This is an optimization exercise on Yosys and OpenROAD, whose aim is small area, a short achievable clock period and few clock cycles per item, not a production implementation. Function was checked by simulation only, so behaviour that the tests miss may differ from the original. Power and IR drop assume default switching activity.

## main
## digraph_letter_sentence_histogram
module digraph_letter_sentence_histogram (
    input  logic        aclk,
    input  logic        aresetn,
    input  logic        s_valid,
    output logic        s_ready,
    input  logic        s_func,
    input  logic [15:0] s_char_code,
    output logic        m_valid,
    input  logic        m_ready,
    output logic [5:0]  m_letter_index,
    output logic [15:0] m_letter_count,
    output logic [15:0] m_sentence_length,
    output logic        m_last
);
    localparam int DW = 3;
    function automatic logic [5:0] glob_a(input int j);
        logic [5:0] r;
        case (j / 2)
            0:       r = 6'd4;
            1:       r = 6'd9;
            2:       r = 6'd15;
            3:       r = 6'd18;
            4:       r = 6'd23;
            5:       r = 6'd25;
            6:       r = 6'd27;
            7:       r = 6'd31;
            default: r = 6'd34;
        endcase
        glob_a = r + 6'(j % 2);
    endfunction
    function automatic logic [5:0] glob_b(input int j);
        case (j)
            0:  glob_b = 6'd0;
            1:  glob_b = 6'd1;
            2:  glob_b = 6'd2;
            3:  glob_b = 6'd3;
            4:  glob_b = 6'd6;
            5:  glob_b = 6'd7;
            6:  glob_b = 6'd8;
            7:  glob_b = 6'd11;
            8:  glob_b = 6'd12;
            9:  glob_b = 6'd13;
            10: glob_b = 6'd14;
            11: glob_b = 6'd17;
            12: glob_b = 6'd20;
            13: glob_b = 6'd21;
            14: glob_b = 6'd22;
            15: glob_b = 6'd29;
            16: glob_b = 6'd30;
            default: glob_b = 6'd33;
        endcase
    endfunction
    function automatic logic [5:0] gmap(input logic [5:0] g);
        logic [5:0] r;
        r = {1'b1, 5'd17};
        for (int j = 0; j < 18; j++) begin
            if (g == glob_a(j)) r = {1'b1, 5'(j)};
            if (g == glob_b(j)) r = {1'b0, 5'(j)};
        end
        gmap = r;
    endfunction
    function automatic int dw_of(input logic [5:0] g);
        case (g)
            6'd6, 6'd7, 6'd12, 6'd18, 6'd23, 6'd27, 6'd29:
                dw_of = 3;   
            default:
                dw_of = 2;
        endcase
    endfunction
  ...
Settings: LEC_CHECK=0, ABC_CLOCK_PERIOD_IN_PS=2700, CAP_MARGIN=20, CORE_MARGIN=2, CORE_UTILIZATION=55, CTS_BUF_LIST=sky130_fd_sc_hd__clkbuf_8, SETUP_SLACK_MARGIN=3.1, SLEW_MARGIN=20; clock period 6.0 ns.
run.sh (not shown) runs the stock make flow with config.mk's settings and CLKGATE_MAP_FILE= SYNTH_SCRIPT=/design/flow/synth_recipe.tcl, a recipe that flattens the netlist after the stock synthesis.
main finished all stages; the layout is clean.
Testbench counts of main, summed over its fixed seeds: cycles 34,123, items 32,123.
Input-level comparison between the feature branch and main:
--- a/flow/config.mk
+++ b/flow/config.mk
@@ -9,6 +9,5 @@
 export CAP_MARGIN = 20
 export CORE_MARGIN = 2
-export CORE_UTILIZATION = 55
-export CTS_BUF_LIST = sky130_fd_sc_hd__clkbuf_8
-export SETUP_SLACK_MARGIN = 3.1
+export CORE_UTILIZATION = 40
+export SETUP_SLACK_MARGIN = 3.3
 export SLEW_MARGIN = 20
### Flow results
Comparing main and the feature branch, the higher routed wire length is on the feature branch.
Where net load switching power is concerned, main is better than the feature branch.
From main to the feature branch, max-cap check violation count did not move at all.
From main to the feature branch the numbers moved as follows: overall power shows an increase of 8.0%, sum of net half-perimeters after detailed placement shows an increase of 2.1%.

---

Another version of the RTL of digraph_letter_sentence_histogram (not shown whole).
export LEC_CHECK = 0
export ABC_CLOCK_PERIOD_IN_PS = 2500
export CAP_MARGIN = 20
export CORE_MARGIN = 2
export CORE_UTILIZATION = 40
export SETUP_SLACK_MARGIN = 3.5
export SLEW_MARGIN = 20
create_clock -name core_clock -period 6.0 [get_ports {aclk}]
The first run produced a clean layout.
Testbench counts at the start, summed over its fixed seeds: cycles 34,123, items 32,123.
==> next run, changes <==
ABC_CLOCK_PERIOD_IN_PS = 2800   (was 2500)
SETUP_SLACK_MARGIN = 3.2   (was 3.5)
Result:
- The changed run passed the timing, DRC and antenna checks
- fmax increases by a few percent
- register-to-register slack gets better by 0.11 ns
- final cell count shrinks by a few percent
- power falls by a few percent

---

Another version of the RTL of digraph_letter_sentence_histogram (not shown whole).
Size: roughly 950 flip-flops, roughly 62 I/O pins.
## digraph_letter_sentence_histogram
module digraph_letter_sentence_histogram (
    input  logic        aclk,
    input  logic        aresetn,
    input  logic        s_valid,
    output logic        s_ready,
    input  logic        s_func,
    input  logic [15:0] s_char_code,
    output logic        m_valid,
    input  logic        m_ready,
    output logic [5:0]  m_letter_index,
    output logic [15:0] m_letter_count,
    output logic [15:0] m_sentence_length,
    output logic        m_last
);
    localparam int DW = 3;
    function automatic logic [5:0] glob_a(input int j);
        logic [5:0] r;
        case (j / 2)
            0:       r = 6'd4;
            1:       r = 6'd9;
            2:       r = 6'd15;
            3:       r = 6'd18;
            4:       r = 6'd23;
            5:       r = 6'd25;
            6:       r = 6'd27;
            7:       r = 6'd31;
            default: r = 6'd34;
        endcase
        glob_a = r + 6'(j % 2);
    endfunction
  ...
Settings: LEC_CHECK=0, ABC_CLOCK_PERIOD_IN_PS=2400, CAP_MARGIN=20, CORE_MARGIN=2, CORE_UTILIZATION=40, SETUP_SLACK_MARGIN=3.6, SLEW_MARGIN=20, TNS_END_PERCENT=100; clock period 6.0 ns.
The baseline finished with timing, DRC and antenna clean.
Testbench counts at the start, summed over its fixed seeds: cycles 34,222, items 32,123.
Then changed:
--- a/flow/config.mk
+++ b/flow/config.mk
@@ -7,3 +7,3 @@
 export LEC_CHECK = 0
-export ABC_CLOCK_PERIOD_IN_PS = 2400
+export ABC_CLOCK_PERIOD_IN_PS = 2700
 export CAP_MARGIN = 20
@@ -11,4 +11,3 @@
 export CORE_UTILIZATION = 40
-export SETUP_SLACK_MARGIN = 3.6
+export SETUP_SLACK_MARGIN = 3.3
 export SLEW_MARGIN = 20
-export TNS_END_PERCENT = 100
Hold slack is better by 6.1 ps.
Via count goes down by a few percent.
Wire length goes down by a few percent.
Setup slack is better by 19 ps.
Cell count goes down by a few percent.
Sequential power hardly moves.
Total power goes down by a few percent.

---

green:
digraph_letter_sentence_histogram, a different RTL version from the one above (not shown whole).
Size in the first run: roughly 3000 cells after synthesis, about 910 flip-flops, roughly 62 I/O pins.
==> flow/design.v (excerpt) <==
module digraph_letter_sentence_histogram (
    input  logic        aclk,
    input  logic        aresetn,
    input  logic        s_valid,
    output logic        s_ready,
    input  logic        s_func,
    input  logic [15:0] s_char_code,
    output logic        m_valid,
    input  logic        m_ready,
    output logic [5:0]  m_letter_index,
    output logic [15:0] m_letter_count,
    output logic [15:0] m_sentence_length,
    output logic        m_last
);
    localparam int DW = 3;
    function automatic logic [5:0] glob_a(input int j);
        logic [5:0] r;
        case (j / 2)
            0:       r = 6'd4;
            1:       r = 6'd9;
            2:       r = 6'd15;
            3:       r = 6'd18;
            4:       r = 6'd23;
            5:       r = 6'd25;
            6:       r = 6'd27;
            7:       r = 6'd31;
            default: r = 6'd34;
        endcase
        glob_a = r + 6'(j % 2);
    endfunction
    function automatic logic [5:0] glob_b(input int j);
        case (j)
            0:  glob_b = 6'd0;
            1:  glob_b = 6'd1;
            2:  glob_b = 6'd2;
            3:  glob_b = 6'd3;
            4:  glob_b = 6'd6;
            5:  glob_b = 6'd7;
            6:  glob_b = 6'd8;
  ...
clock: 6.0 ns
lec_check: 0
abc_clock_period_in_ps: 2700
cap_margin: 20
core_margin: 2
core_utilization: 55
setup_slack_margin: 3.3
slew_margin: 20
tns_end_percent: 1
green completed; timing, DRC and antenna clean
Testbench counts of green, summed over its fixed seeds: cycles 34,222, items 32,123.
Input changes introduced in orange (baseline for comparison: green):
- CORE_UTILIZATION now 40, was 55
- TNS_END_PERCENT now 5, was 1
[summary]
- orange gives less average wire length per cell after detail routing than green did.
- Compared with green, in orange total grt overflow held steady, utilization shrank by 17 points, final critical-path required period shrank by 0.085 ns, total chip power grew by 320 uW.
- Summary: with green as the reference, cell area power density in orange moved down slightly.

---

digraph_letter_sentence_histogram again, from the RTL that the note above started with.
==> flow/config.mk <==
export PLATFORM = sky130hd
export DESIGN_NAME = digraph_letter_sentence_histogram
export DESIGN_NICKNAME = digraph_letter_sentence_histogram
export VERILOG_FILES = /design/flow/design.v
export SDC_FILE = /design/flow/constraint.sdc
export NUM_CORES = 4
export LEC_CHECK = 0
export ABC_CLOCK_PERIOD_IN_PS = 2700
export CAP_MARGIN = 20
export CORE_MARGIN = 2
export CORE_UTILIZATION = 55
export CTS_BUF_LIST = sky130_fd_sc_hd__clkbuf_8
export SETUP_SLACK_MARGIN = 3.3
export SLEW_MARGIN = 20
==> flow/constraint.sdc <==
create_clock -name core_clock -period 6.0 [get_ports {aclk}]
set_input_delay 1.2000 -clock core_clock [delete_from_list [all_inputs] [get_ports {aclk}]]
set_output_delay 1.2000 -clock core_clock [all_outputs]
set_load 0.01 [all_outputs]
Testbench counts at the start, summed over its fixed seeds: cycles 34,222, items 32,123.
Next try:
CTS_BUF_LIST = unset   (was sky130_fd_sc_hd__clkbuf_8)
TNS_END_PERCENT = 5   (was unset)
What happened:
- The changed run produced a clean layout
- final cell count went down by 4.0%
- count of clock-buffer cells in the layout came out lower by 33
- via count decreases by 2.8%
- worst setup slack is better by 0.010 ns
Next try:
SETUP_SLACK_MARGIN = 3.1   (was 3.3)
After rerunning:
- die area does not change
- hold slack is worse by 0.018 ns
- routed wire length falls by 1.0%
- global-route usage falls by 0.24 points
- final area came out lower by 1.2%
- worst setup slack gets worse by 0.074 ns
- non-clock buffer count went down by 23
- register-to-register slack gets worse by 0.07 ns

---

Another version of the RTL of digraph_letter_sentence_histogram (not shown whole).
Size: roughly 3100 cells after synthesis, ~910 flip-flops, ~62 I/O pins, about 39000 sq um of cells after synthesis.
make LEC_CHECK=0 ABC_CLOCK_PERIOD_IN_PS=2700 CAP_MARGIN=20 CORE_MARGIN=2 CORE_UTILIZATION=40 SETUP_SLACK_MARGIN=3.3 SLEW_MARGIN=20 TNS_END_PERCENT=5 finish   # period 6.0 ns
Testbench counts at the start, summed over its fixed seeds: cycles 35,107, items 32,123.
Next try:
CORE_UTILIZATION = 55   (was 40)
CTS_BUF_LIST = sky130_fd_sc_hd__clkbuf_8   (was not set)
TNS_END_PERCENT = not set   (was 5)
Outcome: Power is lower by about 3.4%; via count increases by about 6%; cell count shrinks by about 3%.

==> port drivers added, routing unchanged <==
No port has a modelled driver above. Below, the same layouts with a new extraction and two added sets of constraints. Step 1, drivers: a clkbuf_16 drives aclk and a buf_2 each remaining input, both assumed. Step 2 also shifts input and output timing later by t, the mid clock arrival at the registers, as if the neighbouring blocks saw the same clock. Three values: ideal ports, drivers, drivers and shift; two values: the first two.
run	shift t [ns]	setup slack, ns	worst setup path after step 2	clock arrival spread, ns	pins driven straight from the clock port
main	0.847	2.551 / 2.551 / 2.394	input to register	0.048 / 0.048	1
the feature branch	0.732	2.441 / 2.441 / 2.441	register to register	0.059 / 0.060	1
the first run of note 2	0.742	2.804 / 2.804 / 2.646	input to register	0.033 / 0.033	1
the second run of note 2	0.734	2.910 / 2.910 / 2.555	input to register	0.046 / 0.046	1
the first run of note 3	0.741	2.851 / 2.851 / 2.601	input to register	0.058 / 0.058	1
the second run of note 3	0.764	2.870 / 2.870 / 2.533	input to register	0.043 / 0.043	1
green	0.704	2.885 / 2.885 / 2.399	input to register	0.030 / 0.031	1
orange	0.756	2.969 / 2.920 / 2.336	input to register	0.053 / 0.053	1
the first run of note 5	0.847	2.957 / 2.957 / 2.605	input to register	0.060 / 0.061	1
the second run of note 5	0.710	2.968 / 2.968 / 2.442	input to register	0.024 / 0.024	1
the third run of note 5	0.692	2.894 / 2.894 / 2.466	input to register	0.042 / 0.042	1
the first run of note 6	0.732	2.913 / 2.913 / 2.293	input to register	0.049 / 0.049	1
the second run of note 6	0.845	2.729 / 2.729 / 2.196	input to register	0.049 / 0.049	1
After both steps every run listed still meets setup and hold. For orange, which loses most, drivers alone change the setup slack by -0.049 ns; drivers and shift together by -0.633 ns.
